This is an optimization exercise on Yosys and OpenROAD, whose aim is small area, a short achievable clock period and few clock cycles per item, not a production implementation. At most, simulation tests tie the RTL to the original design; equivalence was not proved. For run 2, only the layout was checked, not whether the RTL still works.

File: flow/config.mk
export PLATFORM = sky130hd
export DESIGN_NAME = aes_dec_top
export DESIGN_NICKNAME = aes_dec_top
export VERILOG_FILES = /design/flow/design.v
export SDC_FILE = /design/flow/constraint.sdc
export NUM_CORES = 8
export LEC_CHECK = 0
export CAP_MARGIN = 20
export CORE_MARGIN = 2
export CORE_UTILIZATION = 30
export CTS_BUF_LIST = sky130_fd_sc_hd__clkbuf_8
export CTS_CLUSTER_SIZE = 30
export SETUP_SLACK_MARGIN = 1.4
export SLEW_MARGIN = 20
export SYNTH_HIERARCHICAL = 1
File: flow/constraint.sdc
create_clock -name core_clock -period 9.0 [get_ports {clk}]
set_input_delay 1.8000 -clock core_clock [delete_from_list [all_inputs] [get_ports {clk}]]
set_output_delay 1.8000 -clock core_clock [all_outputs]
set_load 0.01 [all_outputs]
File: flow/design.v
    function automatic logic [7:0] get_byte(input logic [127:0] b, input integer n);
        get_byte = b[8*(15-n) +: 8];
    endfunction
    function automatic logic [31:0] get_word(input logic [127:0] b, input integer k);
        get_word = {get_byte(b, k + 12), get_byte(b, k + 8), get_byte(b, k + 4), get_byte(b, k)};
    endfunction
    function automatic logic [7:0] rcon(input logic [3:0] i);
        case (i)
            4'd1:    rcon = 8'h01;
            4'd2:    rcon = 8'h02;
            4'd3:    rcon = 8'h04;
            4'd4:    rcon = 8'h08;
            4'd5:    rcon = 8'h10;
            4'd6:    rcon = 8'h20;
            4'd7:    rcon = 8'h40;
            4'd8:    rcon = 8'h80;
            4'd9:    rcon = 8'h1b;
            4'd10:   rcon = 8'h36;
            default: rcon = 8'h00;
        endcase
    endfunction
`timescale 1ns/1ps
module aes_dec_regs (
    input  logic         clk,
    input  logic         avs_read_i,
    input  logic         avs_write_i,
    input  logic [3:0]   avs_address_i,
    input  logic [31:0]  avs_writedata_i,
    input  logic         decrypt_busy_i,
    input  logic         key_ready_i,
    input  logic [127:0] plaintext_i,
    output logic [31:0]  avs_readdata_o,
    output logic         avs_waitrequest_o,
    output logic         expand_start_o,
    output logic         key_write_o,
    output logic         decrypt_start_o,
    output logic [127:0] cipher_key_o,
    output logic [127:0] ciphertext_o
);
    function automatic logic [7:0] get_byte(input logic [127:0] b, input integer n);
        get_byte = b[8*(15-n) +: 8];
    endfunction
    function automatic logic [31:0] get_word(input logic [127:0] b, input integer k);
        get_word = {get_byte(b, k + 12), get_byte(b, k + 8), get_byte(b, k + 4), get_byte(b, k)};
    endfunction
    function automatic logic [7:0] rcon(input logic [3:0] i);
        case (i)
            4'd1:    rcon = 8'h01;
            4'd2:    rcon = 8'h02;
            4'd3:    rcon = 8'h04;
            4'd4:    rcon = 8'h08;
            4'd5:    rcon = 8'h10;
            4'd6:    rcon = 8'h20;
            4'd7:    rcon = 8'h40;
            4'd8:    rcon = 8'h80;
            4'd9:    rcon = 8'h1b;
            4'd10:   rcon = 8'h36;
            default: rcon = 8'h00;
        endcase
    endfunction
    logic [3:0]   addr;
    logic         sel_key;
    logic         sel_ct;
    logic         sel_exp;
    logic         sel_dec;
    logic         wr_acc;
    logic [127:0] key_q;
    logic [127:0] ct_q;
    assign addr    = avs_address_i;
    assign sel_key = (addr[3:2] == 2'd0);
    assign sel_ct  = (addr[3:2] == 2'd1);
    assign sel_exp = (addr == 4'(8));
    assign sel_dec = (addr == 4'(9));
    assign avs_waitrequest_o = (avs_read_i  && sel_key && decrypt_busy_i) ||
                               (avs_write_i && (sel_key || sel_exp) && decrypt_busy_i) ||
                               (avs_write_i && sel_dec && !key_ready_i);
    assign wr_acc          = avs_write_i && !avs_waitrequest_o;
    assign expand_start_o  = wr_acc && sel_exp;
    assign decrypt_start_o = wr_acc && sel_dec;
    assign key_write_o     = wr_acc && sel_key;
    always_ff @(posedge clk) begin
        for (int k = 0; k < 4; k++) begin
            for (int i = 0; i < 4; i++) begin
                if (wr_acc && sel_key && addr[1:0] == 2'(k)) begin
                    key_q[8*(15-(k+4*i)) +: 8] <= avs_writedata_i[8*i +: 8];
                end
                if (wr_acc && sel_ct && addr[1:0] == 2'(k)) begin
                    ct_q[8*(15-(k+4*i)) +: 8] <= avs_writedata_i[8*i +: 8];
                end
            end
        end
    end
    assign cipher_key_o = key_q;
    assign ciphertext_o = ct_q;
    always_comb begin
        avs_readdata_o = '0;
        if (sel_key) begin
            avs_readdata_o = get_word(plaintext_i, addr[1:0]);
        end
    end
endmodule
`timescale 1ns/1ps
module aes_key_expand (
    input  logic         clk,
    input  logic         rst_n,
    input  logic         expand_start_i,
    input  logic         decrypt_start_i,
    input  logic         decrypt_busy_i,
    input  logic         key_write_i,
    input  logic [127:0] cipher_key_i,
    output logic         key_ready_o,
    output logic         last_round_o,
    output logic [127:0] whiten_key_o,
    output logic [127:0] round_key_o
);
    function automatic logic [7:0] get_byte(input logic [127:0] b, input integer n);
        get_byte = b[8*(15-n) +: 8];
    endfunction
    function automatic logic [31:0] get_word(input logic [127:0] b, input integer k);
        get_word = {get_byte(b, k + 12), get_byte(b, k + 8), get_byte(b, k + 4), get_byte(b, k)};
    endfunction
    function automatic logic [7:0] rcon(input logic [3:0] i);
        case (i)
            4'd1:    rcon = 8'h01;
            4'd2:    rcon = 8'h02;
            4'd3:    rcon = 8'h04;
            4'd4:    rcon = 8'h08;
            4'd5:    rcon = 8'h10;
            4'd6:    rcon = 8'h20;
            4'd7:    rcon = 8'h40;
            4'd8:    rcon = 8'h80;
            4'd9:    rcon = 8'h1b;
            4'd10:   rcon = 8'h36;
            default: rcon = 8'h00;
        endcase
    endfunction
    localparam logic [3:0] LAST_IDX = 4'(10);
    logic [127:0] rk_q;      
    logic [3:0]   idx_q;
    logic         clean_q;   
    logic         walk;      
    logic         last;      
    logic         fast;      
    logic         fwd;       
    logic         fwd_q;     
    logic         fast_q;    
    logic         step_back;
    logic         busy_d;
    logic [3:0]   idx_d;
    logic         clean_d;
    logic [31:0]  k0, k1, k2, k3p;
    logic [31:0]  sub_in;
    logic [31:0]  sub;
    logic [31:0]  t;
    logic [127:0] nxt_key;
    assign {k0, k1, k2, k3p} = rk_q;
    assign walk      = !decrypt_busy_i && (idx_q != LAST_IDX);
    assign last      = decrypt_busy_i && (idx_q == 4'd1);
    assign fast      = last && clean_q;
    assign fwd       = walk || fast;
    assign step_back = decrypt_start_i || (decrypt_busy_i && idx_q != 4'd1);
    assign sub_in = fwd_q ? (k2 ^ k3p) : k3p;
    for (genvar i = 0; i < 4; i++) begin : g_sbox
        aes_sbox u_sbox (.x(sub_in[8*((i+3)%4) +: 8]), .y(sub[8*i +: 8]));
    end
    assign t = k0 ^ sub ^ {rcon(fwd_q ? idx_q + 4'd1 : idx_q), 24'h000000};
    assign nxt_key = {t,
                      k1 ^ (fwd ? t : k0),
                      k1 ^ k2 ^ (fwd ? t : 32'h0),
                      k2 ^ k3p ^ (fwd ? 32'h0 : k1)};
    always_comb begin
        if (expand_start_i) begin
            idx_d = 4'd0;
        end else if (step_back) begin
            idx_d = idx_q - 4'd1;
        end else if (fwd) begin
            idx_d = idx_q + 4'd1;
        end else begin
            idx_d = idx_q;
        end
    end
    assign clean_d = expand_start_i || (clean_q && !key_write_i);
    assign busy_d = decrypt_start_i || (decrypt_busy_i && !last);
    always_ff @(posedge clk) begin
        if (!rst_n) begin
            idx_q   <= LAST_IDX;
            clean_q <= 1'b0;
            fwd_q   <= 1'b0;
            fast_q  <= 1'b0;
        end else begin
            idx_q   <= idx_d;
            clean_q <= clean_d;
            fwd_q   <= (!busy_d && idx_d != LAST_IDX) || (busy_d && idx_d == 4'd1 && clean_d);
            fast_q  <= busy_d && idx_d == 4'd1 && clean_d;
        end
    end
    always_ff @(posedge clk) begin
        if (expand_start_i) begin
            rk_q <= {cipher_key_i[127:32], cipher_key_i[63:32] ^ cipher_key_i[31:0]};
        end else if (step_back || fwd) begin
            rk_q <= nxt_key;
        end
    end
    assign key_ready_o  = (idx_q == LAST_IDX) && !decrypt_busy_i;
    assign last_round_o = (idx_q == 4'd1);
    assign whiten_key_o = {k0, k1, k2, k2 ^ k3p};
    assign round_key_o  = {fast_q ? cipher_key_i[127:96] : t, k0 ^ k1, k1 ^ k2, k3p};
endmodule
`timescale 1ns/1ps
module aes_dec_core (
    input  logic         clk,
    input  logic         rst_n,
    input  logic         decrypt_start_i,
    input  logic         last_round_i,
    input  logic [127:0] ciphertext_i,
    input  logic [127:0] whiten_key_i,
    input  logic [127:0] round_key_i,
    output logic         decrypt_busy_o,
    output logic [127:0] plaintext_o
);
    function automatic logic [7:0] get_byte(input logic [127:0] b, input integer n);
        get_byte = b[8*(15-n) +: 8];
    endfunction
    function automatic logic [31:0] get_word(input logic [127:0] b, input integer k);
        get_word = {get_byte(b, k + 12), get_byte(b, k + 8), get_byte(b, k + 4), get_byte(b, k)};
    endfunction
    function automatic logic [7:0] rcon(input logic [3:0] i);
        case (i)
            4'd1:    rcon = 8'h01;
            4'd2:    rcon = 8'h02;
            4'd3:    rcon = 8'h04;
            4'd4:    rcon = 8'h08;
            4'd5:    rcon = 8'h10;
            4'd6:    rcon = 8'h20;
            4'd7:    rcon = 8'h40;
            4'd8:    rcon = 8'h80;
            4'd9:    rcon = 8'h1b;
            4'd10:   rcon = 8'h36;
            default: rcon = 8'h00;
        endcase
    endfunction
    logic         busy_q;
    logic [127:0] state_q;
    logic [127:0] imc;
    logic [127:0] sub_in;
    logic [127:0] nxt;
    for (genvar c = 0; c < 4; c++) begin : g_imc
        aes_imc_col u_imc (
            .a({state_q[127-32*c-24 -: 8], state_q[127-32*c-16 -: 8],
                state_q[127-32*c-8 -: 8], state_q[127-32*c -: 8]}),
            .y({imc[127-32*c-24 -: 8], imc[127-32*c-16 -: 8],
                imc[127-32*c-8 -: 8], imc[127-32*c -: 8]})
        );
    end
    assign sub_in = busy_q ? imc : (ciphertext_i ^ whiten_key_i);
    for (genvar r = 0; r < 4; r++) begin : g_row
        for (genvar c = 0; c < 4; c++) begin : g_col
            aes_inv_sbox_ark u_isbox (
                .x({round_key_i[8*(15-(r+4*c)) +: 8],
                    sub_in[8*(15-(r+4*((c+4-r)%4))) +: 8]}),
                .y(nxt[8*(15-(r+4*c)) +: 8])
            );
        end
    end
    always_ff @(posedge clk) begin
        if (!rst_n) begin
            busy_q <= 1'b0;
        end else if (decrypt_start_i) begin
            busy_q <= 1'b1;
        end else if (last_round_i) begin
            busy_q <= 1'b0;
        end
    end
    always_ff @(posedge clk) begin
        if (decrypt_start_i || busy_q) begin
            state_q <= nxt;
        end
    end
    assign decrypt_busy_o = busy_q;
    assign plaintext_o    = state_q;
endmodule
module aes_g_xor(input logic a, input logic b, output logic y);
    assign y = a ^ b;
endmodule
module aes_g_xnor(input logic a, input logic b, output logic y);
    assign y = ~(a ^ b);
endmodule
module aes_g_and(input logic a, input logic b, output logic y);
    assign y = a & b;
endmodule
module aes_g_nand(input logic a, input logic b, output logic y);
    assign y = ~(a & b);
endmodule
module aes_g_or(input logic a, input logic b, output logic y);
    assign y = a | b;
endmodule
module aes_g_nor(input logic a, input logic b, output logic y);
    assign y = ~(a | b);
endmodule
module aes_g_andn(input logic a, input logic b, output logic y);
    assign y = ~a & b;
endmodule
module aes_g_nandn(input logic a, input logic b, output logic y);
    assign y = a | ~b;
endmodule
module aes_inv_sbox_ark (
    input  logic [15:0] x,
    output logic [7:0] y
);
    logic P0, P1, P2, P3, P4, P5, P6, P7, P8, P9, P10, P11;
    logic P12, P13, P14, P15, P16, P17, P18, P19, P20, P21, P22, P23;
    logic P24, P25, P26, P27, P28, P29, M1, M2, M3, M4, M5, M6;
    logic M7, M8, M9, M10, M11, M12, M13, M14, M15, M16, M17, M18;
    logic M19, M20, M21, M22, M23, M24, M25, M26, M27, M28, M29, M30;
    logic M31, M32, M33, M34, M35, M36, M37, M38, M39, M40, M41, M42;
    logic M43, M44, M45, M46, M47, M48, M49, M50, M51, M52, M53, M54;
    logic M55, M56, M57, M58, M59, M60, M61, M62, M63, Q0, Q1, Q2;
    logic Q3, Q4, Q5, Q6, Q7, Q8, Q9, Q10, Q11, Q12, Q13, Q14;
    logic Q15, Q16, Q17, Q18, Q19, Q20, Q21, Q22, Q23, Q24, Q25, Q26;
    logic Q27, Q28, Q29, Q30, Q31, Q32, Q33, Q34, Q35, Q36, Q37, Q38;
    logic Q39, Q40, Q41, Q42;
    aes_g_xor u0 (.a(x[4]), .b(x[6]), .y(P0));
    aes_g_xor u1 (.a(x[0]), .b(x[1]), .y(P1));
    aes_g_xnor u2 (.a(x[3]), .b(x[4]), .y(P2));
    aes_g_xor u3 (.a(x[6]), .b(x[7]), .y(P3));
    aes_g_xor u4 (.a(P0), .b(P1), .y(P4));
    aes_g_xor u5 (.a(x[2]), .b(x[5]), .y(P5));
    aes_g_xor u6 (.a(x[0]), .b(x[3]), .y(P6));
    aes_g_xor u7 (.a(x[3]), .b(x[6]), .y(P7));
    aes_g_xor u8 (.a(x[7]), .b(P0), .y(P8));
    aes_g_xor u9 (.a(P1), .b(P3), .y(P9));
    aes_g_xor u10 (.a(x[1]), .b(x[2]), .y(P10));
    aes_g_xor u11 (.a(x[0]), .b(x[5]), .y(P11));
    aes_g_xor u12 (.a(x[2]), .b(x[3]), .y(P12));
    aes_g_xor u13 (.a(x[2]), .b(x[7]), .y(P13));
    aes_g_xnor u14 (.a(x[4]), .b(x[7]), .y(P14));
    aes_g_xor u15 (.a(x[1]), .b(x[5]), .y(P15));
    aes_g_xnor u16 (.a(P3), .b(P6), .y(P16));
    aes_g_xor u17 (.a(x[7]), .b(P5), .y(P17));
    aes_g_xnor u18 (.a(x[5]), .b(P2), .y(P18));
    aes_g_xor u19 (.a(P7), .b(P15), .y(P19));
    aes_g_xor u20 (.a(P1), .b(P7), .y(P20));
    aes_g_xor u21 (.a(P0), .b(P11), .y(P21));
    aes_g_xor u22 (.a(P1), .b(P2), .y(P22));
    aes_g_xnor u23 (.a(P2), .b(P10), .y(P23));
    aes_g_xnor u24 (.a(P0), .b(P5), .y(P24));
    aes_g_xnor u25 (.a(x[0]), .b(P2), .y(P25));
    aes_g_xor u26 (.a(P4), .b(P13), .y(P26));
    aes_g_xor u27 (.a(P9), .b(P12), .y(P27));
    aes_g_xor u28 (.a(x[3]), .b(P8), .y(P28));
    aes_g_xnor u29 (.a(x[5]), .b(P4), .y(P29));
    aes_g_nor u30 (.a(P9), .b(P24), .y(M1));
    aes_g_nor u31 (.a(P14), .b(P8), .y(M2));
    aes_g_xnor u32 (.a(P27), .b(M1), .y(M3));
    aes_g_nor u33 (.a(P4), .b(P17), .y(M4));
    aes_g_xor u34 (.a(M4), .b(M1), .y(M5));
    aes_g_nor u35 (.a(P22), .b(P19), .y(M6));
    aes_g_nor u36 (.a(P0), .b(P25), .y(M7));
    aes_g_xnor u37 (.a(P21), .b(M6), .y(M8));
    aes_g_nor u38 (.a(P20), .b(P29), .y(M9));
    aes_g_xor u39 (.a(M9), .b(M6), .y(M10));
    aes_g_nor u40 (.a(P2), .b(P26), .y(M11));
    aes_g_nor u41 (.a(P28), .b(P23), .y(M12));
    aes_g_xor u42 (.a(M12), .b(M11), .y(M13));
    aes_g_nor u43 (.a(P3), .b(P16), .y(M14));
    aes_g_xor u44 (.a(M14), .b(M11), .y(M15));
    aes_g_xor u45 (.a(M3), .b(M2), .y(M16));
    aes_g_xnor u46 (.a(M5), .b(P6), .y(M17));
    aes_g_xor u47 (.a(M8), .b(M7), .y(M18));
    aes_g_xor u48 (.a(M10), .b(M15), .y(M19));
    aes_g_xor u49 (.a(M16), .b(M13), .y(M20));
    aes_g_xor u50 (.a(M17), .b(M15), .y(M21));
    aes_g_xor u51 (.a(M18), .b(M13), .y(M22));
    aes_g_xnor u52 (.a(M19), .b(P18), .y(M23));
    aes_g_xnor u53 (.a(M22), .b(M23), .y(M24));
    aes_g_nand u54 (.a(M22), .b(M20), .y(M25));
    aes_g_xor u55 (.a(M21), .b(M25), .y(M26));
    aes_g_xnor u56 (.a(M20), .b(M21), .y(M27));
    aes_g_xor u57 (.a(M23), .b(M25), .y(M28));
    aes_g_nor u58 (.a(M28), .b(M27), .y(M29));
    aes_g_nor u59 (.a(M26), .b(M24), .y(M30));
    aes_g_nand u60 (.a(M20), .b(M23), .y(M31));
    aes_g_nor u61 (.a(M27), .b(M31), .y(M32));
    aes_g_xor u62 (.a(M27), .b(M25), .y(M33));
    aes_g_nand u63 (.a(M21), .b(M22), .y(M34));
    aes_g_nor u64 (.a(M24), .b(M34), .y(M35));
    aes_g_xor u65 (.a(M24), .b(M25), .y(M36));
    aes_g_xnor u66 (.a(M21), .b(M29), .y(M37));
    aes_g_xnor u67 (.a(M32), .b(M33), .y(M38));
    aes_g_xnor u68 (.a(M23), .b(M30), .y(M39));
    aes_g_xnor u69 (.a(M35), .b(M36), .y(M40));
    aes_g_xnor u70 (.a(M38), .b(M40), .y(M41));
    aes_g_xnor u71 (.a(M37), .b(M39), .y(M42));
    aes_g_xnor u72 (.a(M37), .b(M38), .y(M43));
    aes_g_xnor u73 (.a(M39), .b(M40), .y(M44));
    aes_g_xnor u74 (.a(M42), .b(M41), .y(M45));
    aes_g_nor u75 (.a(M44), .b(P24), .y(M46));
    aes_g_nor u76 (.a(M40), .b(P8), .y(M47));
    aes_g_nor u77 (.a(M39), .b(P17), .y(M48));
    aes_g_nor u78 (.a(M43), .b(P19), .y(M49));
    aes_g_nor u79 (.a(M38), .b(P25), .y(M50));
    aes_g_nor u80 (.a(M37), .b(P29), .y(M51));
    aes_g_nor u81 (.a(M42), .b(P26), .y(M52));
    aes_g_nor u82 (.a(M45), .b(P23), .y(M53));
    aes_g_nor u83 (.a(M41), .b(P16), .y(M54));
    aes_g_nor u84 (.a(M44), .b(P9), .y(M55));
    aes_g_nor u85 (.a(M40), .b(P14), .y(M56));
    aes_g_nor u86 (.a(M39), .b(P4), .y(M57));
    aes_g_nor u87 (.a(M43), .b(P22), .y(M58));
    aes_g_nor u88 (.a(M38), .b(P0), .y(M59));
    aes_g_nor u89 (.a(M37), .b(P20), .y(M60));
    aes_g_nor u90 (.a(M42), .b(P2), .y(M61));
    aes_g_nor u91 (.a(M45), .b(P28), .y(M62));
    aes_g_nor u92 (.a(M41), .b(P3), .y(M63));
    aes_g_xor u93 (.a(M52), .b(M61), .y(Q0));
    aes_g_xor u94 (.a(M58), .b(Q0), .y(Q1));
    aes_g_xor u95 (.a(M59), .b(Q1), .y(Q2));
    aes_g_xor u96 (.a(M54), .b(M62), .y(Q3));
    aes_g_xor u97 (.a(M47), .b(M50), .y(Q4));
    aes_g_xor u98 (.a(M48), .b(M56), .y(Q5));
    aes_g_xor u99 (.a(Q2), .b(Q3), .y(Q6));
    aes_g_xor u100 (.a(M57), .b(M63), .y(Q7));
    aes_g_xor u101 (.a(M60), .b(Q4), .y(Q8));
    aes_g_xor u102 (.a(M49), .b(Q5), .y(Q9));
    aes_g_xor u103 (.a(M46), .b(M51), .y(Q10));
    aes_g_xor u104 (.a(M50), .b(M53), .y(Q11));
    aes_g_xor u105 (.a(Q8), .b(Q9), .y(Q12));
    aes_g_xor u106 (.a(Q2), .b(Q11), .y(Q13));
    aes_g_xor u107 (.a(M59), .b(x[14]), .y(Q14));
    aes_g_xor u108 (.a(M54), .b(M63), .y(Q15));
    aes_g_xor u109 (.a(M48), .b(x[12]), .y(Q16));
    aes_g_xor u110 (.a(M51), .b(x[15]), .y(Q17));
    aes_g_xor u111 (.a(M57), .b(x[13]), .y(Q18));
    aes_g_xor u112 (.a(x[10]), .b(Q4), .y(Q19));
    aes_g_xor u113 (.a(M55), .b(M61), .y(Q20));
    aes_g_xor u114 (.a(Q5), .b(Q7), .y(Q21));
    aes_g_xor u115 (.a(M49), .b(Q17), .y(Q22));
    aes_g_xor u116 (.a(M55), .b(Q15), .y(Q23));
    aes_g_xor u117 (.a(M49), .b(x[9]), .y(Q24));
    aes_g_xor u118 (.a(x[8]), .b(Q7), .y(Q25));
    aes_g_xor u119 (.a(M46), .b(Q16), .y(Q26));
    aes_g_xor u120 (.a(Q10), .b(Q19), .y(Q27));
    aes_g_xor u121 (.a(Q14), .b(Q23), .y(Q28));
    aes_g_xor u122 (.a(x[11]), .b(Q10), .y(Q29));
    aes_g_xor u123 (.a(Q20), .b(Q25), .y(Q30));
    aes_g_xor u124 (.a(M62), .b(Q24), .y(Q31));
    aes_g_xor u125 (.a(Q3), .b(Q12), .y(Q32));
    aes_g_xor u126 (.a(Q21), .b(Q29), .y(Q33));
    aes_g_xor u127 (.a(Q0), .b(Q12), .y(Q34));
    aes_g_xor u128 (.a(Q1), .b(Q18), .y(Q35));
    aes_g_xor u129 (.a(Q28), .b(Q34), .y(Q36));
    aes_g_xor u130 (.a(Q32), .b(Q35), .y(Q37));
    aes_g_xor u131 (.a(Q13), .b(Q33), .y(Q38));
    aes_g_xor u132 (.a(Q13), .b(Q31), .y(Q39));
    aes_g_xor u133 (.a(Q6), .b(Q26), .y(Q40));
    aes_g_xor u134 (.a(Q6), .b(Q22), .y(Q41));
    aes_g_xor u135 (.a(Q6), .b(Q27), .y(Q42));
    assign y[0] = Q30;
    assign y[1] = Q39;
    assign y[2] = Q42;
    assign y[3] = Q38;
    assign y[4] = Q40;
    assign y[5] = Q37;
    assign y[6] = Q36;
    assign y[7] = Q41;
endmodule
module aes_sbox (
    input  logic [7:0] x,
    output logic [7:0] y
);
    logic T1, T2, T3, T4, T5, T6, T7, T8, T9, T10, T11, T12;
    logic T13, T14, T15, T16, T17, T18, T19, T20, T21, T22, T23, T24;
    logic T25, T26, T27, M1, M2, M3, M4, M5, M6, M7, M8, M9;
    logic M10, M11, M12, M13, M14, M15, M16, M17, M18, M19, M20, M21;
    logic M22, M23, M24, M25, M26, M27, M28, M29, M30, M31, M32, M33;
    logic M34, M35, M36, M37, M38, M39, M40, M41, M42, M43, M44, M45;
    logic M46, M47, M48, M49, M50, M51, M52, M53, M54, M55, M56, M57;
    logic M58, M59, M60, M61, M62, M63, L0, L1, L2, L3, L4, L5;
    logic L6, L7, L8, L9, L10, L11, L12, L13, L14, L15, L16, L17;
    logic L18, L19, L20, L21, L22, L23, L24, L25, L26, L27, L28, L29;
    logic S0, S1, S2, S3, S4, S5, S6, S7;
    aes_g_xnor u0 (.a(x[7]), .b(x[4]), .y(T1));
    aes_g_xnor u1 (.a(x[7]), .b(x[2]), .y(T2));
    aes_g_xnor u2 (.a(x[7]), .b(x[1]), .y(T3));
    aes_g_xnor u3 (.a(x[4]), .b(x[2]), .y(T4));
    aes_g_xor u4 (.a(x[3]), .b(x[1]), .y(T5));
    aes_g_xor u5 (.a(T1), .b(T5), .y(T6));
    aes_g_xor u6 (.a(x[6]), .b(x[5]), .y(T7));
    aes_g_xor u7 (.a(x[0]), .b(T6), .y(T8));
    aes_g_xnor u8 (.a(x[0]), .b(T7), .y(T9));
    aes_g_xor u9 (.a(T6), .b(T7), .y(T10));
    aes_g_xor u10 (.a(x[6]), .b(x[2]), .y(T11));
    aes_g_xor u11 (.a(x[5]), .b(x[2]), .y(T12));
    aes_g_xnor u12 (.a(T3), .b(T4), .y(T13));
    aes_g_xnor u13 (.a(T6), .b(T11), .y(T14));
    aes_g_xnor u14 (.a(T5), .b(T11), .y(T15));
    aes_g_xnor u15 (.a(T5), .b(T12), .y(T16));
    aes_g_xnor u16 (.a(T9), .b(T16), .y(T17));
    aes_g_xor u17 (.a(x[4]), .b(x[0]), .y(T18));
    aes_g_xor u18 (.a(T7), .b(T18), .y(T19));
    aes_g_xor u19 (.a(T1), .b(T19), .y(T20));
    aes_g_xor u20 (.a(x[1]), .b(x[0]), .y(T21));
    aes_g_xnor u21 (.a(T7), .b(T21), .y(T22));
    aes_g_xnor u22 (.a(T2), .b(T22), .y(T23));
    aes_g_xor u23 (.a(T2), .b(T10), .y(T24));
    aes_g_xor u24 (.a(T20), .b(T17), .y(T25));
    aes_g_xor u25 (.a(T3), .b(T16), .y(T26));
    aes_g_xor u26 (.a(T1), .b(T12), .y(T27));
    aes_g_nor u27 (.a(T13), .b(T6), .y(M1));
    aes_g_nor u28 (.a(T23), .b(T8), .y(M2));
    aes_g_xor u29 (.a(T14), .b(M1), .y(M3));
    aes_g_nand u30 (.a(T19), .b(x[0]), .y(M4));
    aes_g_xnor u31 (.a(M4), .b(M1), .y(M5));
    aes_g_nor u32 (.a(T3), .b(T16), .y(M6));
    aes_g_nor u33 (.a(T22), .b(T9), .y(M7));
    aes_g_xor u34 (.a(T26), .b(M6), .y(M8));
    aes_g_nor u35 (.a(T20), .b(T17), .y(M9));
    aes_g_xor u36 (.a(M9), .b(M6), .y(M10));
    aes_g_nor u37 (.a(T1), .b(T15), .y(M11));
    aes_g_nor u38 (.a(T4), .b(T27), .y(M12));
    aes_g_xor u39 (.a(M12), .b(M11), .y(M13));
    aes_g_nor u40 (.a(T2), .b(T10), .y(M14));
    aes_g_xor u41 (.a(M14), .b(M11), .y(M15));
    aes_g_xor u42 (.a(M3), .b(M2), .y(M16));
    aes_g_xor u43 (.a(M5), .b(T24), .y(M17));
    aes_g_xor u44 (.a(M8), .b(M7), .y(M18));
    aes_g_xor u45 (.a(M10), .b(M15), .y(M19));
    aes_g_xor u46 (.a(M16), .b(M13), .y(M20));
    aes_g_xor u47 (.a(M17), .b(M15), .y(M21));
    aes_g_xor u48 (.a(M18), .b(M13), .y(M22));
    aes_g_xor u49 (.a(M19), .b(T25), .y(M23));
    aes_g_xnor u50 (.a(M22), .b(M23), .y(M24));
    aes_g_nand u51 (.a(M22), .b(M20), .y(M25));
    aes_g_xor u52 (.a(M21), .b(M25), .y(M26));
    aes_g_xnor u53 (.a(M20), .b(M21), .y(M27));
    aes_g_xor u54 (.a(M23), .b(M25), .y(M28));
    aes_g_nor u55 (.a(M28), .b(M27), .y(M29));
    aes_g_nor u56 (.a(M26), .b(M24), .y(M30));
    aes_g_nand u57 (.a(M20), .b(M23), .y(M31));
    aes_g_nor u58 (.a(M27), .b(M31), .y(M32));
    aes_g_xor u59 (.a(M27), .b(M25), .y(M33));
    aes_g_nand u60 (.a(M21), .b(M22), .y(M34));
    aes_g_nor u61 (.a(M24), .b(M34), .y(M35));
    aes_g_xor u62 (.a(M24), .b(M25), .y(M36));
    aes_g_xnor u63 (.a(M21), .b(M29), .y(M37));
    aes_g_xnor u64 (.a(M32), .b(M33), .y(M38));
    aes_g_xor u65 (.a(M23), .b(M30), .y(M39));
    aes_g_xnor u66 (.a(M35), .b(M36), .y(M40));
    aes_g_xnor u67 (.a(M38), .b(M40), .y(M41));
    aes_g_xor u68 (.a(M37), .b(M39), .y(M42));
    aes_g_xnor u69 (.a(M37), .b(M38), .y(M43));
    aes_g_xor u70 (.a(M39), .b(M40), .y(M44));
    aes_g_xnor u71 (.a(M42), .b(M41), .y(M45));
    aes_g_nor u72 (.a(M44), .b(T6), .y(M46));
    aes_g_nor u73 (.a(M40), .b(T8), .y(M47));
    aes_g_nand u74 (.a(M39), .b(x[0]), .y(M48));
    aes_g_nor u75 (.a(M43), .b(T16), .y(M49));
    aes_g_nor u76 (.a(M38), .b(T9), .y(M50));
    aes_g_nor u77 (.a(M37), .b(T17), .y(M51));
    aes_g_nor u78 (.a(M42), .b(T15), .y(M52));
    aes_g_nor u79 (.a(M45), .b(T27), .y(M53));
    aes_g_nor u80 (.a(M41), .b(T10), .y(M54));
    aes_g_nor u81 (.a(M44), .b(T13), .y(M55));
    aes_g_nor u82 (.a(M40), .b(T23), .y(M56));
    aes_g_nand u83 (.a(M39), .b(T19), .y(M57));
    aes_g_nor u84 (.a(M43), .b(T3), .y(M58));
    aes_g_nor u85 (.a(M38), .b(T22), .y(M59));
    aes_g_nor u86 (.a(M37), .b(T20), .y(M60));
    aes_g_nor u87 (.a(M42), .b(T1), .y(M61));
    aes_g_nor u88 (.a(M45), .b(T4), .y(M62));
    aes_g_nor u89 (.a(M41), .b(T2), .y(M63));
    aes_g_xor u90 (.a(M61), .b(M62), .y(L0));
    aes_g_xor u91 (.a(M50), .b(M56), .y(L1));
    aes_g_xnor u92 (.a(M46), .b(M48), .y(L2));
    aes_g_xor u93 (.a(M47), .b(M55), .y(L3));
    aes_g_xor u94 (.a(M54), .b(M58), .y(L4));
    aes_g_xor u95 (.a(M49), .b(M61), .y(L5));
    aes_g_xor u96 (.a(M62), .b(L5), .y(L6));
    aes_g_xor u97 (.a(M46), .b(L3), .y(L7));
    aes_g_xor u98 (.a(M51), .b(M59), .y(L8));
    aes_g_xor u99 (.a(M52), .b(M53), .y(L9));
    aes_g_xor u100 (.a(M53), .b(L4), .y(L10));
    aes_g_xor u101 (.a(M60), .b(L2), .y(L11));
    aes_g_xnor u102 (.a(M48), .b(M51), .y(L12));
    aes_g_xor u103 (.a(M50), .b(L0), .y(L13));
    aes_g_xor u104 (.a(M52), .b(M61), .y(L14));
    aes_g_xor u105 (.a(M55), .b(L1), .y(L15));
    aes_g_xor u106 (.a(M56), .b(L0), .y(L16));
    aes_g_xnor u107 (.a(M57), .b(L1), .y(L17));
    aes_g_xor u108 (.a(M58), .b(L8), .y(L18));
    aes_g_xor u109 (.a(M63), .b(L4), .y(L19));
    aes_g_xor u110 (.a(L0), .b(L1), .y(L20));
    aes_g_xor u111 (.a(L1), .b(L7), .y(L21));
    aes_g_xor u112 (.a(L3), .b(L12), .y(L22));
    aes_g_xor u113 (.a(L18), .b(L2), .y(L23));
    aes_g_xor u114 (.a(L15), .b(L9), .y(L24));
    aes_g_xor u115 (.a(L6), .b(L10), .y(L25));
    aes_g_xor u116 (.a(L7), .b(L9), .y(L26));
    aes_g_xor u117 (.a(L8), .b(L10), .y(L27));
    aes_g_xor u118 (.a(L11), .b(L14), .y(L28));
    aes_g_xor u119 (.a(L11), .b(L17), .y(L29));
    aes_g_xor u120 (.a(L6), .b(L24), .y(S0));
    aes_g_xnor u121 (.a(L16), .b(L26), .y(S1));
    aes_g_xnor u122 (.a(L19), .b(L28), .y(S2));
    aes_g_xor u123 (.a(L6), .b(L21), .y(S3));
    aes_g_xor u124 (.a(L20), .b(L22), .y(S4));
    aes_g_xor u125 (.a(L25), .b(L29), .y(S5));
    aes_g_xnor u126 (.a(L13), .b(L27), .y(S6));
    aes_g_xnor u127 (.a(L6), .b(L23), .y(S7));
    assign y[0] = S7;
    assign y[1] = S6;
    assign y[2] = S5;
    assign y[3] = S4;
    assign y[4] = S3;
    assign y[5] = S2;
    assign y[6] = S1;
    assign y[7] = S0;
endmodule
module aes_imc_col (
    input  logic [31:0] a,
    output logic [31:0] y
);
    logic T0, T1, T2, T3, T4, T5, T6, T7, T8, T9, T10, T11;
    logic T12, T13, T14, T15, T16, T17, T18, T19, T20, T21, T22, T23;
    logic T24, T25, T26, T27, T28, T29, T30, T31, T32, T33, T34, T35;
    logic T36, T37, T38, T39, T40, T41, T42, T43, T44, T45, T46, T47;
    logic T48, T49, T50, T51, T52, T53, T54, T55, T56, T57, T58, T59;
    logic T60, T61, T62, T63, T64, T65, T66, T67, T68, T69, T70, T71;
    logic T72, T73, T74, T75, T76, T77, T78, T79, T80, T81, T82, T83;
    logic T84, T85, T86, T87, T88, T89, T90, T91, T92, T93, T94, T95;
    logic T96, T97, T98, T99, T100, T101, T102, T103, T104, T105, T106, T107;
    logic T108, T109, T110, T111, T112, T113, T114, T115, T116, T117, T118, T119;
    logic T120, T121, T122, T123, T124, T125, T126, T127, T128, T129, T130, T131;
    logic T132, T133, T134, T135, T136, T137, T138, T139, T140, T141, T142, T143;
    logic T144, T145, T146, T147, T148, T149, T150, T151, T152, T153, T154, T155;
    logic T156, T157, T158, T159, T160, T161, T162, T163, T164, T165, T166, T167;
    logic T168, T169, T170, T171, T172;
    aes_g_xor u0 (.a(a[13]), .b(a[29]), .y(T0));
    aes_g_xor u1 (.a(a[5]), .b(a[21]), .y(T1));
    aes_g_xor u2 (.a(a[6]), .b(a[22]), .y(T2));
    aes_g_xor u3 (.a(a[14]), .b(a[30]), .y(T3));
    aes_g_xor u4 (.a(T0), .b(T1), .y(T4));
    aes_g_xor u5 (.a(a[11]), .b(a[23]), .y(T5));
    aes_g_xor u6 (.a(a[7]), .b(a[27]), .y(T6));
    aes_g_xor u7 (.a(a[19]), .b(a[31]), .y(T7));
    aes_g_xor u8 (.a(a[3]), .b(a[15]), .y(T8));
    aes_g_xor u9 (.a(a[18]), .b(T3), .y(T9));
    aes_g_xor u10 (.a(a[10]), .b(T2), .y(T10));
    aes_g_xor u11 (.a(a[1]), .b(T4), .y(T11));
    aes_g_xor u12 (.a(a[9]), .b(a[25]), .y(T12));
    aes_g_xor u13 (.a(a[4]), .b(a[20]), .y(T13));
    aes_g_xor u14 (.a(a[12]), .b(a[28]), .y(T14));
    aes_g_xor u15 (.a(a[0]), .b(a[16]), .y(T15));
    aes_g_xor u16 (.a(a[8]), .b(a[24]), .y(T16));
    aes_g_xor u17 (.a(a[26]), .b(T10), .y(T17));
    aes_g_xor u18 (.a(a[2]), .b(T9), .y(T18));
    aes_g_xor u19 (.a(T5), .b(T7), .y(T19));
    aes_g_xor u20 (.a(T6), .b(T8), .y(T20));
    aes_g_xor u21 (.a(a[17]), .b(T12), .y(T21));
    aes_g_xor u22 (.a(a[7]), .b(a[23]), .y(T22));
    aes_g_xor u23 (.a(a[15]), .b(a[31]), .y(T23));
    aes_g_xor u24 (.a(a[17]), .b(T2), .y(T24));
    aes_g_xor u25 (.a(T15), .b(T16), .y(T25));
    aes_g_xor u26 (.a(T13), .b(T14), .y(T26));
    aes_g_xor u27 (.a(T19), .b(T20), .y(T27));
    aes_g_xor u28 (.a(T3), .b(T4), .y(T28));
    aes_g_xor u29 (.a(T11), .b(T21), .y(T29));
    aes_g_xor u30 (.a(T17), .b(T18), .y(T30));
    aes_g_xor u31 (.a(T11), .b(T24), .y(T31));
    aes_g_xor u32 (.a(a[15]), .b(a[23]), .y(T32));
    aes_g_xor u33 (.a(a[7]), .b(a[31]), .y(T33));
    aes_g_xor u34 (.a(a[23]), .b(a[31]), .y(T34));
    aes_g_xor u35 (.a(a[7]), .b(a[15]), .y(T35));
    aes_g_xor u36 (.a(a[2]), .b(a[17]), .y(T36));
    aes_g_xor u37 (.a(T5), .b(T8), .y(T37));
    aes_g_xor u38 (.a(a[4]), .b(T7), .y(T38));
    aes_g_xor u39 (.a(T5), .b(T6), .y(T39));
    aes_g_xor u40 (.a(T15), .b(T23), .y(T40));
    aes_g_xor u41 (.a(T2), .b(T14), .y(T41));
    aes_g_xor u42 (.a(T3), .b(T13), .y(T42));
    aes_g_xor u43 (.a(T2), .b(T16), .y(T43));
    aes_g_xor u44 (.a(T16), .b(T22), .y(T44));
    aes_g_xor u45 (.a(T0), .b(T8), .y(T45));
    aes_g_xor u46 (.a(T1), .b(T23), .y(T46));
    aes_g_xor u47 (.a(T0), .b(T22), .y(T47));
    aes_g_xor u48 (.a(a[26]), .b(T25), .y(T48));
    aes_g_xor u49 (.a(T1), .b(T39), .y(T49));
    aes_g_xor u50 (.a(T4), .b(T43), .y(T50));
    aes_g_xor u51 (.a(a[6]), .b(T26), .y(T51));
    aes_g_xor u52 (.a(a[22]), .b(T26), .y(T52));
    aes_g_xor u53 (.a(T17), .b(T40), .y(T53));
    aes_g_xor u54 (.a(T18), .b(T44), .y(T54));
    aes_g_xor u55 (.a(T27), .b(T41), .y(T55));
    aes_g_xor u56 (.a(T28), .b(T32), .y(T56));
    aes_g_xor u57 (.a(T27), .b(T42), .y(T57));
    aes_g_xor u58 (.a(a[13]), .b(a[30]), .y(T58));
    aes_g_xor u59 (.a(a[5]), .b(a[22]), .y(T59));
    aes_g_xor u60 (.a(a[4]), .b(a[28]), .y(T60));
    aes_g_xor u61 (.a(a[7]), .b(a[30]), .y(T61));
    aes_g_xor u62 (.a(a[1]), .b(a[9]), .y(T62));
    aes_g_xor u63 (.a(a[12]), .b(a[20]), .y(T63));
    aes_g_xor u64 (.a(a[1]), .b(a[25]), .y(T64));
    aes_g_xor u65 (.a(a[21]), .b(a[29]), .y(T65));
    aes_g_xor u66 (.a(a[14]), .b(a[23]), .y(T66));
    aes_g_xor u67 (.a(a[5]), .b(a[14]), .y(T67));
    aes_g_xor u68 (.a(a[8]), .b(a[16]), .y(T68));
    aes_g_xor u69 (.a(a[3]), .b(a[10]), .y(T69));
    aes_g_xor u70 (.a(a[2]), .b(a[19]), .y(T70));
    aes_g_xor u71 (.a(a[15]), .b(a[30]), .y(T71));
    aes_g_xor u72 (.a(a[12]), .b(a[21]), .y(T72));
    aes_g_xor u73 (.a(a[0]), .b(a[8]), .y(T73));
    aes_g_xor u74 (.a(a[11]), .b(a[18]), .y(T74));
    aes_g_xor u75 (.a(a[5]), .b(a[28]), .y(T75));
    aes_g_xor u76 (.a(a[16]), .b(a[24]), .y(T76));
    aes_g_xor u77 (.a(a[9]), .b(a[24]), .y(T77));
    aes_g_xor u78 (.a(a[9]), .b(a[26]), .y(T78));
    aes_g_xor u79 (.a(a[14]), .b(a[31]), .y(T79));
    aes_g_xor u80 (.a(a[25]), .b(T3), .y(T80));
    aes_g_xor u81 (.a(T7), .b(T69), .y(T81));
    aes_g_xor u82 (.a(T15), .b(T33), .y(T82));
    aes_g_xor u83 (.a(T34), .b(T68), .y(T83));
    aes_g_xor u84 (.a(a[24]), .b(T15), .y(T84));
    aes_g_xor u85 (.a(a[12]), .b(T13), .y(T85));
    aes_g_xor u86 (.a(a[29]), .b(T63), .y(T86));
    aes_g_xor u87 (.a(a[16]), .b(T35), .y(T87));
    aes_g_xor u88 (.a(T33), .b(T76), .y(T88));
    aes_g_xor u89 (.a(T6), .b(T12), .y(T89));
    aes_g_xor u90 (.a(a[0]), .b(T35), .y(T90));
    aes_g_xor u91 (.a(T7), .b(T75), .y(T91));
    aes_g_xor u92 (.a(a[28]), .b(T13), .y(T92));
    aes_g_xor u93 (.a(a[21]), .b(T58), .y(T93));
    aes_g_xor u94 (.a(T6), .b(T14), .y(T94));
    aes_g_xor u95 (.a(a[13]), .b(T59), .y(T95));
    aes_g_xor u96 (.a(a[27]), .b(T36), .y(T96));
    aes_g_xor u97 (.a(a[29]), .b(T67), .y(T97));
    aes_g_xor u98 (.a(T12), .b(T70), .y(T98));
    aes_g_xor u99 (.a(T3), .b(T12), .y(T99));
    aes_g_xor u100 (.a(a[20]), .b(T14), .y(T100));
    aes_g_xor u101 (.a(a[6]), .b(T65), .y(T101));
    aes_g_xor u102 (.a(a[0]), .b(T34), .y(T102));
    aes_g_xor u103 (.a(a[13]), .b(T60), .y(T103));
    aes_g_xor u104 (.a(a[8]), .b(T82), .y(T104));
    aes_g_xor u105 (.a(T9), .b(T25), .y(T105));
    aes_g_xor u106 (.a(T38), .b(T94), .y(T106));
    aes_g_xor u107 (.a(a[20]), .b(T45), .y(T107));
    aes_g_xor u108 (.a(T19), .b(T92), .y(T108));
    aes_g_xor u109 (.a(T10), .b(T96), .y(T109));
    aes_g_xor u110 (.a(T45), .b(T72), .y(T110));
    aes_g_xor u111 (.a(a[25]), .b(T83), .y(T111));
    aes_g_xor u112 (.a(T20), .b(T74), .y(T112));
    aes_g_xor u113 (.a(T4), .b(T81), .y(T113));
    aes_g_xor u114 (.a(T46), .b(T61), .y(T114));
    aes_g_xor u115 (.a(T10), .b(T64), .y(T115));
    aes_g_xor u116 (.a(T88), .b(T99), .y(T116));
    aes_g_xor u117 (.a(T37), .b(T98), .y(T117));
    aes_g_xor u118 (.a(T24), .b(T78), .y(T118));
    aes_g_xor u119 (.a(T37), .b(T100), .y(T119));
    aes_g_xor u120 (.a(T46), .b(T66), .y(T120));
    aes_g_xor u121 (.a(T47), .b(T79), .y(T121));
    aes_g_xor u122 (.a(T77), .b(T90), .y(T122));
    aes_g_xor u123 (.a(T36), .b(T80), .y(T123));
    aes_g_xor u124 (.a(T20), .b(T85), .y(T124));
    aes_g_xor u125 (.a(T19), .b(T25), .y(T125));
    aes_g_xor u126 (.a(T9), .b(T62), .y(T126));
    aes_g_xor u127 (.a(T21), .b(T73), .y(T127));
    aes_g_xor u128 (.a(T47), .b(T71), .y(T128));
    aes_g_xor u129 (.a(T11), .b(T116), .y(T129));
    aes_g_xor u130 (.a(T50), .b(T102), .y(T130));
    aes_g_xor u131 (.a(T28), .b(T117), .y(T131));
    aes_g_xor u132 (.a(T89), .b(T105), .y(T132));
    aes_g_xor u133 (.a(T18), .b(T106), .y(T133));
    aes_g_xor u134 (.a(T49), .b(T103), .y(T134));
    aes_g_xor u135 (.a(T52), .b(T121), .y(T135));
    aes_g_xor u136 (.a(T51), .b(T128), .y(T136));
    aes_g_xor u137 (.a(T109), .b(T125), .y(T137));
    aes_g_xor u138 (.a(T52), .b(T114), .y(T138));
    aes_g_xor u139 (.a(T48), .b(T112), .y(T139));
    aes_g_xor u140 (.a(T51), .b(T120), .y(T140));
    aes_g_xor u141 (.a(T18), .b(T119), .y(T141));
    aes_g_xor u142 (.a(T38), .b(T110), .y(T142));
    aes_g_xor u143 (.a(T50), .b(T87), .y(T143));
    aes_g_xor u144 (.a(T49), .b(T86), .y(T144));
    aes_g_xor u145 (.a(T28), .b(T104), .y(T145));
    aes_g_xor u146 (.a(T17), .b(T124), .y(T146));
    aes_g_xor u147 (.a(T91), .b(T107), .y(T147));
    aes_g_xor u148 (.a(T17), .b(T108), .y(T148));
    aes_g_xor u149 (.a(T11), .b(T137), .y(T149));
    aes_g_xor u150 (.a(T55), .b(T93), .y(T150));
    aes_g_xor u151 (.a(T53), .b(T123), .y(T151));
    aes_g_xor u152 (.a(T29), .b(T146), .y(T152));
    aes_g_xor u153 (.a(T54), .b(T118), .y(T153));
    aes_g_xor u154 (.a(T53), .b(T126), .y(T154));
    aes_g_xor u155 (.a(T56), .b(T84), .y(T155));
    aes_g_xor u156 (.a(T56), .b(T127), .y(T156));
    aes_g_xor u157 (.a(T30), .b(T142), .y(T157));
    aes_g_xor u158 (.a(T30), .b(T147), .y(T158));
    aes_g_xor u159 (.a(T29), .b(T148), .y(T159));
    aes_g_xor u160 (.a(T55), .b(T97), .y(T160));
    aes_g_xor u161 (.a(T31), .b(T139), .y(T161));
    aes_g_xor u162 (.a(T48), .b(T131), .y(T162));
    aes_g_xor u163 (.a(T30), .b(T144), .y(T163));
    aes_g_xor u164 (.a(T29), .b(T133), .y(T164));
    aes_g_xor u165 (.a(T54), .b(T115), .y(T165));
    aes_g_xor u166 (.a(T30), .b(T134), .y(T166));
    aes_g_xor u167 (.a(T31), .b(T122), .y(T167));
    aes_g_xor u168 (.a(T29), .b(T141), .y(T168));
    aes_g_xor u169 (.a(T57), .b(T101), .y(T169));
    aes_g_xor u170 (.a(T31), .b(T111), .y(T170));
    aes_g_xor u171 (.a(T113), .b(T132), .y(T171));
    aes_g_xor u172 (.a(T57), .b(T95), .y(T172));
    assign y[0] = T143;
    assign y[1] = T156;
    assign y[2] = T154;
    assign y[3] = T149;
    assign y[4] = T168;
    assign y[5] = T157;
    assign y[6] = T172;
    assign y[7] = T140;
    assign y[8] = T155;
    assign y[9] = T170;
    assign y[10] = T153;
    assign y[11] = T171;
    assign y[12] = T159;
    assign y[13] = T163;
    assign y[14] = T150;
    assign y[15] = T135;
    assign y[16] = T130;
    assign y[17] = T129;
    assign y[18] = T151;
    assign y[19] = T161;
    assign y[20] = T164;
    assign y[21] = T158;
    assign y[22] = T169;
    assign y[23] = T138;
    assign y[24] = T145;
    assign y[25] = T167;
    assign y[26] = T165;
    assign y[27] = T162;
    assign y[28] = T152;
    assign y[29] = T166;
    assign y[30] = T160;
    assign y[31] = T136;
endmodule
`timescale 1ns/1ps
module aes_dec_top (
    input  logic        clk,
    input  logic        rst_n,
    input  logic        avs_read_i,
    input  logic        avs_write_i,
    input  logic [3:0]  avs_address_i,
    input  logic [31:0] avs_writedata_i,
    output logic [31:0] avs_readdata_o,
    output logic        avs_waitrequest_o
);
    logic         expand_start;
    logic         key_write;
    logic         decrypt_start;
    logic         decrypt_busy;
    logic         key_ready;
    logic         last_round;
    logic [127:0] cipher_key;
    logic [127:0] ciphertext;
    logic [127:0] plaintext;
    logic [127:0] whiten_key;
    logic [127:0] round_key;
    aes_dec_regs i_aes_dec_regs (
        .clk               (clk),
        .avs_read_i        (avs_read_i),
        .avs_write_i       (avs_write_i),
        .avs_address_i     (avs_address_i),
        .avs_writedata_i   (avs_writedata_i),
        .decrypt_busy_i    (decrypt_busy),
        .key_ready_i       (key_ready),
        .plaintext_i       (plaintext),
        .avs_readdata_o    (avs_readdata_o),
        .avs_waitrequest_o (avs_waitrequest_o),
        .expand_start_o    (expand_start),
        .key_write_o       (key_write),
        .decrypt_start_o   (decrypt_start),
        .cipher_key_o      (cipher_key),
        .ciphertext_o      (ciphertext)
    );
    aes_key_expand i_aes_key_expand (
        .clk             (clk),
        .rst_n           (rst_n),
        .expand_start_i  (expand_start),
        .decrypt_start_i (decrypt_start),
        .decrypt_busy_i  (decrypt_busy),
        .key_write_i     (key_write),
        .cipher_key_i    (cipher_key),
        .key_ready_o     (key_ready),
        .last_round_o    (last_round),
        .whiten_key_o    (whiten_key),
        .round_key_o     (round_key)
    );
    aes_dec_core i_aes_dec_core (
        .clk             (clk),
        .rst_n           (rst_n),
        .decrypt_start_i (decrypt_start),
        .last_round_i    (last_round),
        .ciphertext_i    (ciphertext),
        .whiten_key_i    (whiten_key),
        .round_key_i     (round_key),
        .decrypt_busy_o  (decrypt_busy),
        .plaintext_o     (plaintext)
    );
endmodule
File: flow/flow/run.sh
#!/bin/bash
# Own flow: the standard ORFS layout (standard.sh, unchanged steps and
# settings) plus extra ORFS make variables from flow/make_args.txt. The only
# one used here picks the cell that buffer_ports puts on every input and
# output port (a plain buffer instead of the delay buffer it picks itself).
# ORFS writes each step's log under orfs/logs; make's own output goes to
# standard.log here.
set -uo pipefail
ARGS=$(tr '\n' ' ' < flow/make_args.txt)
sed "s|\"\${@:-finish}\"|$ARGS \"\${@:-finish}\"|" standard.sh > my_standard.sh
bash my_standard.sh > standard.log 2>&1
File: flow/flow/make_args.txt
BUFFER_PORTS_ARGS="-buffer_cell sky130_fd_sc_hd__buf_1"
File: flow/standard.sh
#!/bin/bash
# synth_recipe.tcl (not shown) runs the flow's synth.tcl, then flattens the netlist and writes it again
# the make line also repeats each setting of config.mk as NAME=value (left out here)
make -C /OpenROAD-flow-scripts/flow DESIGN_CONFIG=/design/flow/config.mk WORK_HOME=/design/flow/orfs CLKGATE_MAP_FILE= SYNTH_SCRIPT=/design/flow/synth_recipe.tcl "${@:-finish}"
==> flow_metrics.tcl, run 1 <==
set metrics [dict create \
    yosys_register_bits 520 \
    syn_inst 5557 \
    dp_hpwl_mm 139 \
    startpoint_type "flip-flop" \
    slew_viol_final 0 \
    crit_slowest_cell "edfxtp_1" \
    clockRootBuffer "clkbuf_8" \
    clk_pin_slew_worst_paths_ns 0.06 \
    synth.area.mux_share 0.0250 \
    synth-xor-area-share 0.511 \
    drv_cap 0 \
    grt_max_degree 162 \
    required_ns 9.46 \
    drt-total-wl_mm 175 \
    placed_area_um2 54600 \
    setup_tns_ns 0 \
    rsz0062_at_grt "false" \
    worstHoldPathCells 2 \
    htree_levels 3 \
    ios 73 \
    path_max_fanout 5 \
    cp.arrival_ns 7.78 \
    die_h_um 426 \
    hold_class "flip-flop to flip-flop" \
    fin_crit_sh 0.813 \
    drc 0 \
    fmax_mhz 137 \
    design.core.area_um2 178000 \
    areaGrowthSynthToFinish_pct 10.1 \
    fin_skew_ns 0.0509 \
    numCtsBuffers 95 \
    yosys.area_share.simple 0.0867 \
    synth.avg_cell_area_um2 9.63 \
    path_common_cell "xor2_1" \
    nets 5497 \
    setup_violations 0 \
    holdBufCountCts 0 \
    clock_path_buffers 3 \
    grt_usage 0.186 \
    die_w_um 426 \
    synth_fa_ha_area_frac 0.00187 \
    yosys_warnings 9 \
    final_common_cell "xor2_1" \
    status "no timing/DRC/antenna violations" \
    clock-sinks 520 \
    synth_flop_cell "edfxtp_1" \
    synth_top_family_by_area "XOR/XNOR gates" \
    ys_types 64 \
    die_area_um2 182000 \
    layout-drive-gt1-share 0.119 \
    postSynth.asyncResetShare 0 \
    overflow 0 \
    io_buffers 72 \
    synth-edff-count 512 \
    avgViaCountPerCell 4.67 \
    antenna_found_initial 17 \
    hold_viol 0 \
    fin_crit_ns 7.32 \
    fin_util 0.332 \
    insertion_delay_ns 0.77 \
    rows 155 \
    drtIter0Drc 3522 \
    synth_area_um2 53500 \
    num_vias 36800 \
    final_cell_mix "xor2_1 (2,295), nor2_1 (620), xnor2_1 (593)" \
    tightest_slew_ns 1.16 \
    path_class "flip-flop to flip-flop" \
    cts_tree "done" \
    ys_seq_area_frac 0.290 \
    design_area_um2 59000 \
    place_inst 7655 \
    reg2reg_depth 25 \
    place.gp.congestion 0.963 \
    grt_first_pass_wirelength_mm 249 \
    synth_compound_area_frac 0.0336 \
    max_stage_delay_ns 0.52 \
    initial_core_util 0.301 \
    wl_per_cell_um 22.2 \
    antenna_left 0 \
    grt_pass1_vias 36400 \
    drtPass1Iterations 6 \
    fin_cells 7879 \
    synth_nets 5605 \
    crit_path_end_kind "flip-flop" \
    slew_headroom 0.222 \
]
[Yosys stat by module, one instance, submodules excluded, a selection]
module / area, um2 / cells inside / flip-flops and latches
aes_key_expand: 9610 / 989 / 135
aes_dec_regs: 8840 / 355 / 256
aes_dec_core: 6730 / 545 / 129
aes_imc_col: 240 / 32 / 0
aes_inv_sbox_ark: 60.1 / 8 / 0
aes_sbox: 60.1 / 8 / 0
aes_g_xnor: 8.76 / 1 / 0
aes_g_xor: 8.76 / 1 / 0
aes_g_nand: 3.75 / 1 / 0
aes_g_nor: 3.75 / 1 / 0
[cells by family (layout without fill, tap and decap cells)]
kind of cell	count (synthesis)	count (layout)
compound gates	277	277
fa+ha+maj	8	8
buf+inv	390	352
flops	520	520
simple gates	1153	1153
mux	86	86
other cells	0	5
xor+xnor	3123	3123
[final timing paths]
kind | from | end | slack [ns]
max | i_aes_dec_core.state_q[78]$_DFFE_PP_ | i_aes_dec_core.state_q[98]$_DFFE_PP_ | 1.68
min | i_aes_dec_regs.key_q[82]$_DFFE_PP_ | i_aes_key_expand.rk_q[82]$_DFFE_PP_ | 0.51
max reg2reg | i_aes_dec_core.state_q[78]$_DFFE_PP_ | i_aes_dec_core.state_q[98]$_DFFE_PP_ | 1.68
min reg2reg | i_aes_dec_regs.key_q[82]$_DFFE_PP_ | i_aes_key_expand.rk_q[82]$_DFFE_PP_ | 0.51
[metal layers]
layer,track usage,wire length (um),vias to the layer above
li1,-,-,17100
met4,0.0582,5360,0
met1,0.247,74000,18300
met2,0.311,83500,1206
met5,0,0,-
met3,0.0243,11700,209
[registers in the layout (all words and copies together), names as in the netlist]
register and flops:
i_aes_key_expand.clean_q 1, i_aes_key_expand.fwd_q 1, i_aes_key_expand.fast_q 1, i_aes_key_expand.rk_q 128
i_aes_key_expand.idx_q 4, i_aes_dec_core.busy_q 1, i_aes_dec_regs.key_q 128, i_aes_dec_regs.ct_q 128
i_aes_dec_core.state_q 128
[Yosys cell counts, types with 7 or more instances]
cell,instances,area share
buf_2,14,0.0013
buf_4,295,0.041
buf_6,22,0.0046
inv_1,13,0.00091
ha_1,8,0.0019
nor2_1,624,0.044
xor2_1,2457,0.40
mux4_2,29,0.012
o31ai_1,7,0.00098
o21ai_0,120,0.011
dfxtp_1,8,0.0030
nor2b_1,40,0.0047
nand2_1,427,0.030
xnor2_1,665,0.11
edfxtp_1,512,0.29
o21ai_1,35,0.0033
mux2_2,52,0.011
o21ai_2,84,0.014
nor3_1,12,0.0011
clkbuf_1,40,0.0028
[final cells by class]
type / instances / area (um2)
sequential: 520 / 15500
antenna: 5 / 12.5
clock buffer: 98 / 1350
clock inverter: 69 / 468
tap: 2355 / 2950
timing repair buffer: 172 / 1140
fill: 18000 / 119000
inverter: 13 / 48.8
multi-input combinational: 4647 / 37500
[critical path: cells and delay by family, from the launching register on]
family,cells,cell delay [ns]
flops,1,0.52
buf+inv,1,0.21
compound gates,1,0.15
xor+xnor,18,5.19
simple gates,5,0.92
[repair_timing]
item / CTS / global route
buffers inserted: 2 / 50
endpoints found under the hold margin: 0 / 0
gates resized for setup: 52 / 232
setup endpoints to repair: 85 / 118
cloned: 0 / 0
pin swaps: 1 / 21
[metrics by stage]
stage / worst slack [ns] / hold WS (ns)
finish: 1.68 / 0.511
global placement: 0.889 / 0.504
CTS: 1.30 / 0.518
global route: 1.26 / 0.545
floorplan: 2.23 / 0.498
detailed placement: 0.805 / 0.513
Testbench counts, summed over its fixed seeds: cycles 18,222, blocks 895.
==> run 2, diff against run 1 <==
--- a/flow/design.v
+++ b/flow/design.v
@@ -243,5 +243,6 @@
     logic [127:0] state_q;
     logic [127:0] imc;
-    logic [127:0] sub_in;
+    logic [127:0] cw;
+    logic [127:0] sub_in_n;
     logic [127:0] nxt;
     for (genvar c = 0; c < 4; c++) begin : g_imc
@@ -253,10 +254,13 @@
         );
     end
-    assign sub_in = busy_q ? imc : (ciphertext_i ^ whiten_key_i);
+    assign cw = ciphertext_i ^ whiten_key_i;
+    for (genvar i = 0; i < 128; i++) begin : g_sel
+        aes_g_mux2i u_sel (.s(busy_q), .a(imc[i]), .b(cw[i]), .y(sub_in_n[i]));
+    end
     for (genvar r = 0; r < 4; r++) begin : g_row
         for (genvar c = 0; c < 4; c++) begin : g_col
             aes_inv_sbox_ark u_isbox (
                 .x({round_key_i[8*(15-(r+4*c)) +: 8],
-                    sub_in[8*(15-(r+4*((c+4-r)%4))) +: 8]}),
+                    sub_in_n[8*(15-(r+4*((c+4-r)%4))) +: 8]}),
                 .y(nxt[8*(15-(r+4*c)) +: 8])
             );
@@ -304,4 +308,7 @@
     assign y = a | ~b;
 endmodule
+module aes_g_mux2i(input logic s, input logic a, input logic b, output logic y);
+    assign y = ~(s ? a : b);
+endmodule
 module aes_inv_sbox_ark (
     input  logic [15:0] x,
@@ -328,5 +335,5 @@
     aes_g_xor u6 (.a(x[0]), .b(x[3]), .y(P6));
     aes_g_xor u7 (.a(x[3]), .b(x[6]), .y(P7));
-    aes_g_xor u8 (.a(x[7]), .b(P0), .y(P8));
+    aes_g_xnor u8 (.a(x[7]), .b(P0), .y(P8));
     aes_g_xor u9 (.a(P1), .b(P3), .y(P9));
     aes_g_xor u10 (.a(x[1]), .b(x[2]), .y(P10));
@@ -337,5 +344,5 @@
     aes_g_xor u15 (.a(x[1]), .b(x[5]), .y(P15));
     aes_g_xnor u16 (.a(P3), .b(P6), .y(P16));
-    aes_g_xor u17 (.a(x[7]), .b(P5), .y(P17));
+    aes_g_xnor u17 (.a(x[7]), .b(P5), .y(P17));
     aes_g_xnor u18 (.a(x[5]), .b(P2), .y(P18));
     aes_g_xor u19 (.a(P7), .b(P15), .y(P19));
@@ -345,9 +352,9 @@
     aes_g_xnor u23 (.a(P2), .b(P10), .y(P23));
     aes_g_xnor u24 (.a(P0), .b(P5), .y(P24));
-    aes_g_xnor u25 (.a(x[0]), .b(P2), .y(P25));
+    aes_g_xor u25 (.a(x[0]), .b(P2), .y(P25));
     aes_g_xor u26 (.a(P4), .b(P13), .y(P26));
     aes_g_xor u27 (.a(P9), .b(P12), .y(P27));
-    aes_g_xor u28 (.a(x[3]), .b(P8), .y(P28));
-    aes_g_xnor u29 (.a(x[5]), .b(P4), .y(P29));
+    aes_g_xnor u28 (.a(x[3]), .b(P8), .y(P28));
+    aes_g_xor u29 (.a(x[5]), .b(P4), .y(P29));
     aes_g_nor u30 (.a(P9), .b(P24), .y(M1));
     aes_g_nor u31 (.a(P14), .b(P8), .y(M2));
@@ -372,5 +379,5 @@
     aes_g_xor u50 (.a(M17), .b(M15), .y(M21));
     aes_g_xor u51 (.a(M18), .b(M13), .y(M22));
-    aes_g_xnor u52 (.a(M19), .b(P18), .y(M23));
+    aes_g_xor u52 (.a(M19), .b(P18), .y(M23));
     aes_g_xnor u53 (.a(M22), .b(M23), .y(M24));
     aes_g_nand u54 (.a(M22), .b(M20), .y(M25));
==> flow/run.sh (new file) <==
#!/bin/bash
# synth_recipe.tcl (not shown) runs the flow's synth.tcl, then flattens the netlist and writes it again
# the make line also repeats each setting of config.mk as NAME=value (left out here)
make -C /OpenROAD-flow-scripts/flow DESIGN_CONFIG=/design/flow/config.mk WORK_HOME=/design/flow/orfs CLKGATE_MAP_FILE= SYNTH_SCRIPT=/design/flow/synth_recipe.tcl finish
removed: flow/flow/run.sh
removed: flow/flow/make_args.txt
removed: flow/standard.sh
==> flow_metrics.tcl, run 2 <==
set metrics [dict create \
    insertion_delay_ns 0.75 \
    crit_chain "xor2_4, xor2_4, xor2_2, xor2_2, xor2_1, mux2i_4, xor2_2, xor2_1, xor2_1, nor2_1, xor2_1, xor2_1, xor2_2, xnor2_1, nor2_1, xnor2_2, xnor2_1, nor2_1, xor2_1, xor2_1, xor2_1, xor2_2, xor2_1" \
    synth.most_common_cell "xor2_1" \
    antenna_left 0 \
    postSynth.asyncResetShare 0 \
    fin_cells 7723 \
    rsz0062_at_grt "true" \
    synth_top_area_cell "xor2_1" \
    drt-total-wl_mm 176 \
    nets 5348 \
    fin_crit_ns 7.35 \
    hold_viol 0 \
    grt_pass1_vias 36200 \
    clock_path_buffers 3 \
    syn_inst 5400 \
    fin_util 0.338 \
    synth-xor-area-share 0.515 \
    path_max_fanout 6 \
    wl_per_cell_um 22.8 \
    cp.arrival_ns 7.80 \
    synth.avg_cell_area_um2 9.83 \
    synth_area_um2 53100 \
    clockRootBuffer "clkbuf_8" \
    synth.area.mux_share 0.0493 \
    fmax_mhz 136 \
    synth_fa_ha_area_frac 0.00188 \
    path_common_cell "xor2_1" \
    drc 0 \
    synth_commonest_cells "xor2_1 (2,585), nor2_1 (624), xnor2_1 (537)" \
    drv_cap 0 \
    setup_tns_ns 0 \
    grt_first_pass_wirelength_mm 250 \
    io_buffers 72 \
    ios 73 \
    drtIter0Drc 3285 \
    design.core.area_um2 176000 \
    yosys_warnings 9 \
    max_stage_delay_ns 0.55 \
    num_vias 36100 \
    synth-edff-count 512 \
    place.gp.congestion 0.960 \
    slew_headroom 0.230 \
    initial_core_util 0.302 \
    synthTopCellsByArea "xor2_1 (43%), edfxtp_1 (29%), xnor2_1 (8.9%)" \
    synth_top_area_frac 0.426 \
    startpoint_type "flip-flop" \
    overflow 0 \
    critPathTopFamily "XOR/XNOR gates" \
    path_buf_inv 0 \
    status "no timing/DRC/antenna violations" \
    fill_cells 17700 \
    die_area_um2 180000 \
    setup_ws_ns 1.65 \
    synth_top_family_by_area "XOR/XNOR gates" \
    synth_nets 5448 \
    path_class "flip-flop to flip-flop" \
    final_common_cell "xor2_1" \
    avgViaCountPerCell 4.68 \
    yosys_register_bits 520 \
    synth_flop_cell "edfxtp_1" \
    tightest_slew_ns 1.15 \
    place_inst 7513 \
    fin_skew_ns 0.0590 \
    grt_usage 0.188 \
    dp_slack_ns 0.290 \
    die_w_um 425 \
    crit_slowest_cell "edfxtp_1" \
    fin_crit_sh 0.817 \
    layout-drive-gt1-share 0.113 \
    required_ns 9.45 \
    hold_class "flip-flop to flip-flop" \
    yosys.area_share.simple 0.0784 \
    drtPass1Iterations 5 \
    antenna_found_initial 13 \
    numCtsBuffers 99 \
    synth_compound_area_frac 0.0158 \
    grt_max_degree 89 \
    areaGrowthSynthToFinish_pct 12.1 \
    slew_viol_final 0 \
    final_cell_mix "xor2_1 (2,412), nor2_1 (620), edfxtp_1 (512)" \
    htree_levels 3 \
    rows 154 \
    ys_types 62 \
    clk_pin_slew_worst_paths_ns 0.07 \
    setup_violations 0 \
    clock-sinks 520 \
    ys_seq_area_frac 0.293 \
    holdWs_ns 0.522 \
    dp_hpwl_mm 140 \
    crit_path_end_kind "flip-flop" \
    die_h_um 425 \
    cts_tree "done" \
]
## run 2: cell types whose count changed after synthesis, sizes merged
cell    delta
mux2i    +128
nand2    -128
o21ai    -128
buf       -26
xor2     +128
clkbuf     -3
xnor2    -128
## run 2: logic make-up (layout without fill, tap and decap cells)
logic type,count (synthesis),after routing
flip-flops,520,520
AND/OR/NAND/NOR,1025,1025
other,0,4
buffers and inverters,361,340
multiplexers,214,214
adder cells (fa/ha/maj),8,8
AO/OA/AOI/OAI,149,149
XOR/XNOR,3123,3123
## run 2: worst reg2reg max path, delay by kind of cell (launching register included)
kind	cells	cell delay, ns
DFF	1	0.55
xor gates and xnor gates	19	5.88
muxes	1	0.19
and+or+nand+nor	3	0.45
## run 2: cell type report
type	count	area [um2]	share of cell area
timing repair buffer	147	1360	0.0229
antenna	4	10.0	0.000168
inverter	13	48.8	0.000820
tap	2340	2930	0.0492
multi-input combinational	4519	37700	0.633
sequential	520	15500	0.261
clock buffer	100	1380	0.0231
clock inverter	80	577	0.00969
## run 2: final timing paths
| path | slack (ns) | startpoint | cells past startpoint | to |
|---|---|---|---|---|
| worst min-delay path | 0.52 | i_aes_dec_regs.key_q[78]$_DFFE_PP_ | 2 | i_aes_key_expand.rk_q[78]$_DFFE_PP_ |
| worst min register to register | 0.52 | i_aes_dec_regs.key_q[78]$_DFFE_PP_ | 2 | i_aes_key_expand.rk_q[78]$_DFFE_PP_ |
| worst max-delay path | 1.65 | i_aes_dec_core.state_q[45]$_DFFE_PP_ | 23 | i_aes_dec_core.state_q[108]$_DFFE_PP_ |
| worst max register to register | 1.65 | i_aes_dec_core.state_q[45]$_DFFE_PP_ | 23 | i_aes_dec_core.state_q[108]$_DFFE_PP_ |
## run 2: per-stage QoR
step / cell area, um2
finish: 59500
global route: 59500
CTS: 57500
detailed placement: 54800
global placement: 54800
floorplan: 53100
## run 2: repair_timing
| item | CTS | global route |
|---|---|---|
| resized for setup | 104 | 245 |
| pin swaps | 1 | 12 |
| endpoints found under the setup margin | 102 | 127 |
| cloned | 0 | 0 |
| buffers inserted | 1 | 23 |
| hold buffers | 0 | 0 |
## run 2: layer usage
metal,track usage,routed length [um]
met4,0.0664,7290
met5,0,23
met3,0.0252,12200
met1,0.251,74400
met2,0.312,82600
## run 2: Yosys stat by module (local to each module, per instance), a selection
module          flip-flops and latches  cells inside
aes_dec_core                       129           260
aes_g_xor                            0             1
aes_g_mux2i                          0             1
aes_imc_col                          0            32
aes_key_expand                     135           989
aes_g_nor                            0             1
aes_g_nand                           0             1
aes_sbox                             0             8

static timing again, ports no longer ideal:
No port has a modelled driver above. Below, the same layouts with a new extraction and two added sets of constraints. Step 1: set_driving_cell puts a clkbuf_16 on clk and a buf_2 on each other input, an assumption about the parent block. Step 2 moves the port delays by t, midway between the first and last clock arrival at a register: inputs arrive t later, outputs are due t later. That takes back most of the time a late clock gives input paths. Three values: no drivers, after step 1, after step 2; two values: the first two.
run | shift t [ns] | setup WS [ns] | hold slack, ns
run 1 | 0.831 | 1.684 / 1.684 / 1.684 | 0.511 / 0.511 / 0.511
run 2 | 0.786 | 1.651 / 1.651 / 1.651 | 0.522 / 0.522 / 0.522
After both steps setup and hold are still met in every run listed.
